Context: an optimization exercise on an open-source flow, tuned for small area and few clock cycles per item. The choices shown serve that exercise and are no tape-out recipe. Function was checked by simulation only, so behaviour that the tests miss may differ from the original.

File: flow/config.mk
export PLATFORM = sky130hd
export DESIGN_NAME = epoch_seconds_calendar_converter
export DESIGN_NICKNAME = epoch_seconds_calendar_converter
export VERILOG_FILES = /design/flow/design.v
export SDC_FILE = /design/flow/constraint.sdc
export NUM_CORES = 4
export LEC_CHECK = 0
export CAP_MARGIN = 20
export CORE_MARGIN = 2
export CORE_UTILIZATION = 40
export SLEW_MARGIN = 20
File: flow/constraint.sdc
create_clock -name core_clock -period 8.0 [get_ports {clk}]
set_input_delay 1.6000 -clock core_clock [delete_from_list [all_inputs] [get_ports {clk}]]
set_output_delay 1.6000 -clock core_clock [all_outputs]
set_load 0.01 [all_outputs]
File: flow/design.v
package escc_pkg;
  localparam logic [7:0] MAX_YEAR_OFS = 8'd136;
  localparam logic [1:0] ST_OK    = 2'd0;
  localparam logic [1:0] ST_RANGE = 2'd1;
  localparam logic [1:0] ST_OVF   = 2'd2;
  function automatic logic is_leap(input logic [7:0] y);
    is_leap = (y[1:0] == 2'd2);
  endfunction
  function automatic logic [4:0] month_days(input logic [7:0] y, input logic [3:0] m);
    logic [4:0] d;
    case (m)
      4'd1, 4'd3, 4'd5, 4'd7, 4'd8, 4'd10, 4'd12: d = 5'd31;
      4'd4, 4'd6, 4'd9, 4'd11:                    d = 5'd30;
      4'd2:    d = is_leap(y) ? 5'd29 : 5'd28;
      default: d = 5'd0;
    endcase
    month_days = d;
  endfunction
  function automatic logic [8:0] month_start(input logic [3:0] m);
    logic [8:0] s;
    case (m)
      4'd1:    s = 9'd0;
      4'd2:    s = 9'd31;
      4'd3:    s = 9'd59;
      4'd4:    s = 9'd90;
      4'd5:    s = 9'd120;
      4'd6:    s = 9'd151;
      4'd7:    s = 9'd181;
      4'd8:    s = 9'd212;
      4'd9:    s = 9'd243;
      4'd10:   s = 9'd273;
      4'd11:   s = 9'd304;
      4'd12:   s = 9'd334;
      default: s = 9'd0;
    endcase
    month_start = s;
  endfunction
endpackage
module escc_useq (
  input  logic        op,
  input  logic [31:0] epoch_seconds,
  input  logic [7:0]  year,
  input  logic [3:0]  month,
  input  logic [4:0]  day,
  input  logic [4:0]  hour,
  input  logic [5:0]  minute,
  input  logic [5:0]  second,
  output logic [32:0] data,    
  output logic        bad      
);
  logic [24:0] a;
  logic [60:0] prod;
  logic [15:0] days0;
  logic [9:0]  rem0;
  assign a     = epoch_seconds[31:7];
  assign prod  = 61'(a) * 61'd50903317;           
  assign days0 = prod[50:35];
  assign rem0  = a[9:0] - 10'(days0 * 16'd675);   
  logic        leap;
  logic [4:0]  mdays;
  logic [16:0] days1;
  logic [16:0] sod1;
  logic [33:0] total;
  assign leap  = escc_pkg::is_leap(year);
  assign mdays = escc_pkg::month_days(year, month);
  assign bad   = (year > escc_pkg::MAX_YEAR_OFS) || (month == 4'd0) || (month > 4'd12) ||
                 (day == 5'd0) || (day > mdays) || (hour > 5'd23) || (minute > 6'd59) ||
                 (second > 6'd59);
  assign days1 = 17'(year) * 17'd365 + 17'((9'(year) + 9'd1) >> 2) +
                 17'(escc_pkg::month_start(month)) + 17'(leap && (month > 4'd2)) +
                 17'(day) - 17'd1;
  assign sod1  = 17'(hour) * 17'd3600 + 17'(minute) * 17'd60 + 17'(second);
  assign total = 34'(days1) * 34'd86400 + 34'(sod1);
  assign data = op ? total[32:0] : {days0, rem0, epoch_seconds[6:0]};
endmodule
module escc_dpath (
  input  logic        op,
  input  logic [32:0] data,
  input  logic        bad,
  output logic [31:0] res_seconds,
  output logic [7:0]  res_year,
  output logic [3:0]  res_month,
  output logic [4:0]  res_day,
  output logic [4:0]  res_hour,
  output logic [5:0]  res_minute,
  output logic [5:0]  res_second,
  output logic [1:0]  status
);
  logic [15:0] days;
  logic [16:0] sod;
  assign days = data[32:17];
  assign sod  = data[16:0];
  logic [15:0] dp;
  logic [41:0] qprod;
  logic [5:0]  q4;
  logic [10:0] r;
  logic [1:0]  j;
  logic [8:0]  doy;
  logic        leap;
  logic [7:0]  year;
  assign dp    = days + 16'd365;
  assign qprod = 42'(dp) * 42'd22967;             
  assign q4    = qprod[30:25];
  assign r     = 11'(dp - 16'(q4) * 16'd1461);
  always_comb begin
    if (r >= 11'd1095)     j = 2'd3;
    else if (r >= 11'd730) j = 2'd2;
    else if (r >= 11'd365) j = 2'd1;
    else                   j = 2'd0;
  end
  assign doy  = 9'(r - 11'(j) * 11'd365);
  assign leap = (j == 2'd3);
  assign year = {q4, j} - 8'd1;
  logic [8:0] d2;
  logic       feb29;
  logic [3:0] mon;
  logic [4:0] mday;
  assign feb29 = leap && (doy == 9'd59);
  assign d2    = (leap && (doy > 9'd59)) ? doy - 9'd1 : doy;
  always_comb begin
    if      (d2 >= 9'd334) mon = 4'd12;
    else if (d2 >= 9'd304) mon = 4'd11;
    else if (d2 >= 9'd273) mon = 4'd10;
    else if (d2 >= 9'd243) mon = 4'd9;
    else if (d2 >= 9'd212) mon = 4'd8;
    else if (d2 >= 9'd181) mon = 4'd7;
    else if (d2 >= 9'd151) mon = 4'd6;
    else if (d2 >= 9'd120) mon = 4'd5;
    else if (d2 >= 9'd90)  mon = 4'd4;
    else if (d2 >= 9'd59)  mon = 4'd3;
    else if (d2 >= 9'd31)  mon = 4'd2;
    else                   mon = 4'd1;
    if (feb29) mon = 4'd2;
  end
  assign mday = feb29 ? 5'd29 : 5'(d2 - escc_pkg::month_start(mon)) + 5'd1;
  logic [32:0] hprod;
  logic [4:0]  hr;
  logic [11:0] rest;
  logic [23:0] mprod;
  logic [5:0]  mn, sc;
  assign hprod = 33'(sod[16:4]) * 33'd4661;      
  assign hr    = hprod[24:20];
  assign rest  = 12'(sod - 17'(hr) * 17'd3600);
  assign mprod = 24'(rest[11:2]) * 24'd1093;     
  assign mn    = mprod[19:14];
  assign sc    = 6'(rest - 12'(mn) * 12'd60);
  always_comb begin
    res_seconds = '0;
    res_year    = '0;
    res_month   = '0;
    res_day     = '0;
    res_hour    = '0;
    res_minute  = '0;
    res_second  = '0;
    status      = escc_pkg::ST_OK;
    if (op) begin
      if (bad)          status = escc_pkg::ST_RANGE;
      else if (data[32]) status = escc_pkg::ST_OVF;
      else              res_seconds = data[31:0];
    end else begin
      res_year   = year;
      res_month  = mon;
      res_day    = mday;
      res_hour   = hr;
      res_minute = mn;
      res_second = sc;
    end
  end
endmodule
module epoch_seconds_calendar_converter (
  input  logic        clk,
  input  logic        rst_n,
  input  logic        in_valid,
  output logic        in_ready,
  input  logic        in_op,
  input  logic [31:0] in_epoch_seconds,
  input  logic [7:0]  in_year,
  input  logic [3:0]  in_month,
  input  logic [4:0]  in_day,
  input  logic [4:0]  in_hour,
  input  logic [5:0]  in_minute,
  input  logic [5:0]  in_second,
  output logic        out_valid,
  input  logic        out_ready,
  output logic [31:0] res_seconds,
  output logic [7:0]  res_year,
  output logic [3:0]  res_month,
  output logic [4:0]  res_day,
  output logic [4:0]  res_hour,
  output logic [5:0]  res_minute,
  output logic [5:0]  res_second,
  output logic [1:0]  status
);
  logic        valid_r, op_r, bad_r;
  logic [32:0] data_r;
  logic [32:0] data_nxt;
  logic        bad_nxt;
  logic        load;
  assign load     = !valid_r || out_ready;
  assign in_ready = load;
  escc_useq u_req (
    .op            (in_op),
    .epoch_seconds (in_epoch_seconds),
    .year          (in_year),
    .month         (in_month),
    .day           (in_day),
    .hour          (in_hour),
    .minute        (in_minute),
    .second        (in_second),
    .data          (data_nxt),
    .bad           (bad_nxt)
  );
  always_ff @(posedge clk) begin
    if (!rst_n) begin
      valid_r <= 1'b0;
    end else if (load) begin
      valid_r <= in_valid;
    end
    if (load) begin
      op_r   <= in_op;
      bad_r  <= bad_nxt;
      data_r <= data_nxt;
    end
  end
  assign out_valid = valid_r;
  escc_dpath u_res (
    .op          (op_r),
    .data        (data_r),
    .bad         (bad_r),
    .res_seconds (res_seconds),
    .res_year    (res_year),
    .res_month   (res_month),
    .res_day     (res_day),
    .res_hour    (res_hour),
    .res_minute  (res_minute),
    .res_second  (res_second),
    .status      (status)
  );
endmodule
File: flow/run.sh
#!/bin/bash
# synth_recipe.tcl (not shown) runs the flow's synth.tcl, then flattens the netlist and writes it again
# the make line also repeats each setting of config.mk as NAME=value (left out here)
make -C /OpenROAD-flow-scripts/flow DESIGN_CONFIG=/design/flow/config.mk WORK_HOME=/design/flow/orfs CLKGATE_MAP_FILE= SYNTH_SCRIPT=/design/flow/synth_recipe.tcl finish
==> flow_summary_export.csv <==
group,metric,value,unit
setup_path,timing.critical_path.slowest_stage_cell,"sky130_fd_sc_hd__fa_1",
timing,tightest_slew,0.6749,ns
global_route,wire_length_of_the_first_global_routing_pass,135900,µm
clock_tree,clockBufferDepth,2,
floorplanning,boundaryPins,141,
timing,timing.slew.headroom,0.5501,
timing,fmax,56.10,MHz
setup_path,required,6.40,ns
worst_hold_path,hold_path_class,"flop to flop",
floorplanning,coreArea,0.07900,mm²
routing,dr_drc_count,0,
layout,area_occupied_by_multi_input_gates,0.03000,mm²
logic_synthesis,synthesis.instances,3431,
global_route,track_usage,0.2041,
global_route,use_met2,0.3541,
global_route,grt_antenna_before_repair,3,
logic_synthesis,synth-async-reset-ratio,0,
logic_synthesis,syn_nets,4803,
floorplanning,die_height,286.3,µm
flow_run,maxCapViolations,0,
timing,setup-tns-final,-199.41,ns
routing,finalWirelength,82610,µm
status,layout.failed_checks,"negative setup slack",
clock_tree,cts_made_buffers,5,
layout,layout_commonest_cell,"sky130_fd_sc_hd__inv_1",
timing,finalHoldViolations,0,
global_route,via_count_of_the_first_global_routing_pass,27420,
layout,fillerInstances,7025,
global_route,use_met3,0.02266,
routing,dr.pass1.iters,5,
routing,route.detailed.vias_per_inst,4.757,
logic_synthesis,yosys_warning_count,3,
clock_tree,clkTransAtPathRegs,0.08,ns
layout,finish.utilization,0.5563,
clock_tree,clkLatencyLatePin,0.30,ns
setup_path,cp_common_cell,"sky130_fd_sc_hd__fa_1",
status,outcome,"failed layout checks",
setup_path,worst_ep_arrival_time,16.23,ns
logic_synthesis,syn_area,0.03188,mm²
place,dpl.hpwl,71890,µm
logic_synthesis,yosys.cell_types.count,99,
place,port-buffer-count,140,
layout,top_library_cells_by_usage_in_the_layout_fill_and_taps_aside,"sky130_fd_sc_hd__inv_1, sky130_fd_sc_hd__ha_1, sky130_fd_sc_hd__buf_4",
worst_hold_path,worst_hold_path_stage_count,2,
layout,nNetsFinal,5779,
setup_path,critical_path_class,"flop to output port",
clock_tree,cts.root.buffer_cell,"sky130_fd_sc_hd__clkbuf_16",
routing,dr_iter_0_viols,913,
timing,setup_viol,53,
clock_tree,post_cts_hold_buffer_count,0,
timing,skew,0.008872,ns
global_route,grt_max_degree,50,
setup_path,timing.critical_path.slowest_cell_delay,0.53,ns
global_route,met1_track_utilization_from_global_routing,0.2762,
routing,route.detailed.wl_per_inst,15.14,µm
timing,rsz0062_at_grt,"yes",
layout,antenna_cells,0,
setup_path,critical_path.endpoint_type,"output port",
timing,finalWorstSetupSlack,-9.827,ns
layout,areaGrowthSynthToFinish,37.87,%
setup_path,worstPathMaxFanout,6,
floorplanning,effective_utilization_at_floorplan,0.4035,
timing,final.hold.worst_slack,1.122,ns
logic_synthesis,synth_ff_type,"sky130_fd_sc_hd__edfxtp_1",
floorplanning,die_width,286.3,µm
setup_path,timing.critical_path.from_type,"flop",
logic_synthesis,synth-seq-cells,36,
floorplanning,die-area,0.08196,mm²
timing,fin_crit,17.83,ns
floorplanning,std_cell_rows,103,
setup_path,worst_r2r_path_depth,2,
logic_synthesis,post_synth.cell_area_avg,9.291,µm²
routing,vias,25960,
timing,maxSlewViolCount,0,
logic_synthesis,synth_seq_area_share,0.03360,
timing,final_min_period_over_clock_period,2.228,
place,place_congestion,0.9134,
layout,final_instance_area,0.04395,mm²
routing,detail_route_antenna_nets,0,
layout,post_route_cells_drive_above_1_share,0.3072,
layout,ff_latch_area,0.001071,mm²
clock_tree,cts.sink_count,36,
clock_tree,cts_tree,"yes",
global_route,gr-max-usage-layer,"met2",
place,placed_area,0.04091,mm²
global_route,global_route.overflow_total,0,
logic_synthesis,synth-edff-count,35,
clock_tree,htree_levels,2,
## repair_timing
| item | in CTS | in global routing |
|---|---|---|
| pin swaps | 244 | 199 |
| endpoints found under the setup margin | 53 | 53 |
| resized for setup | 362 | 234 |
| gates cloned | 1 | 0 |
| setup buffers | 78 | 82 |
## per-layer routing
layer  routed length [µm]  vias to the layer above
met4                 1633                        2
met3                 2851                       85
li1                     -                    13040
met1                37820                    12490
met5                   13                        -
met2                40300                      350
## worst max-delay path: cells and delay by family (launching register included)
kind	cells	cell delay, ns
buf+inv	16	1.36
compound gates	27	4.36
fa+ha+maj	18	6.71
simple gates	9	1.82
xor+xnor	7	1.18
flops	1	0.47
## sequential cells by signal (all words and copies together), names as in the netlist
register / cells
data_r: 33
bad_r: 1
op_r: 1
valid_r: 1
## through the flow
stage,cells,setup WS [ns]
2_1_floorplan,3431,-9.219
6_report,5458,-9.827
3_5_place_dp,5331,-9.988
4_1_cts,5406,-9.620
3_3_place_gp,5331,-9.733
5_1_grt,5458,-10.60
## worst paths after layout
check	slack, ns	end	from
hold / removal	1.12	data_r[0]	valid_r
setup / recovery	-9.83	res_day[4]	data_r[18]
hold reg to reg	1.12	data_r[0]	valid_r
setup reg to reg	6.62	data_r[8]	valid_r
## kinds of logic after synthesis
logic type | Yosys count | synth area share
xor+xnor | 233 | 0.06555
flops | 36 | 0.03360
mux | 21 | 0.007340
buf+inv | 921 | 0.1088
compound gates | 436 | 0.09310
simple gates | 483 | 0.07760
fa+ha+maj | 1301 | 0.6140
## synthesized netlist by cell type, types with 35 or more instances
library cell                 n  area, µm²
sky130_fd_sc_hd__fa_1      439       8788
sky130_fd_sc_hd__o21ai_0    69      345.3
sky130_fd_sc_hd__and2_1     46      287.8
sky130_fd_sc_hd__inv_1     889       3337
sky130_fd_sc_hd__nand2_1    89      334.1
sky130_fd_sc_hd__nand3_1    40      200.2
sky130_fd_sc_hd__a21o_1     56      420.4
sky130_fd_sc_hd__nor3_1     35      175.2
sky130_fd_sc_hd__xor2_1     58      508.0
sky130_fd_sc_hd__xnor2_1   170       1489
sky130_fd_sc_hd__ha_1      862      10790
sky130_fd_sc_hd__a21oi_1   129      645.6
sky130_fd_sc_hd__nor2_1    129      484.2
sky130_fd_sc_hd__nor2b_1    36      225.2
sky130_fd_sc_hd__edfxtp_1   35       1051
## final cells by class
cell class                 count  share of cell area
timing repair buffer         998              0.1827
inverter                     891             0.07653
sequential                    36             0.02437
clock inverter                 3           0.0009680
tap                         1050             0.02989
multi-input combinational   2475              0.6827
clock buffer                   5            0.002847
Testbench counts, summed over its fixed seeds: cycles 3,208, items 3,200.

## separate check: timing with driven ports
How much do the figures lean on ideal ports? The routed layout below was timed once more, with nothing changed but the port constraints.
Step 1, drivers: a clkbuf_16 drives clk and a buf_2 each remaining input, both assumed.
Step 2 moves the port delays by t, midway between the first and last clock arrival at a register: inputs arrive t later, outputs are due t later. That takes back most of the time a late clock gives input paths.
Three values: no drivers, after step 1, after step 2; two values: the first two.
shift t [ns]: 0.340
setup WS [ns]: -9.827 / -9.871 / -9.531
pins driven straight from the clock port: 1
For this run, drivers alone change the setup slack by -0.044 ns; drivers and shift together by +0.296 ns.
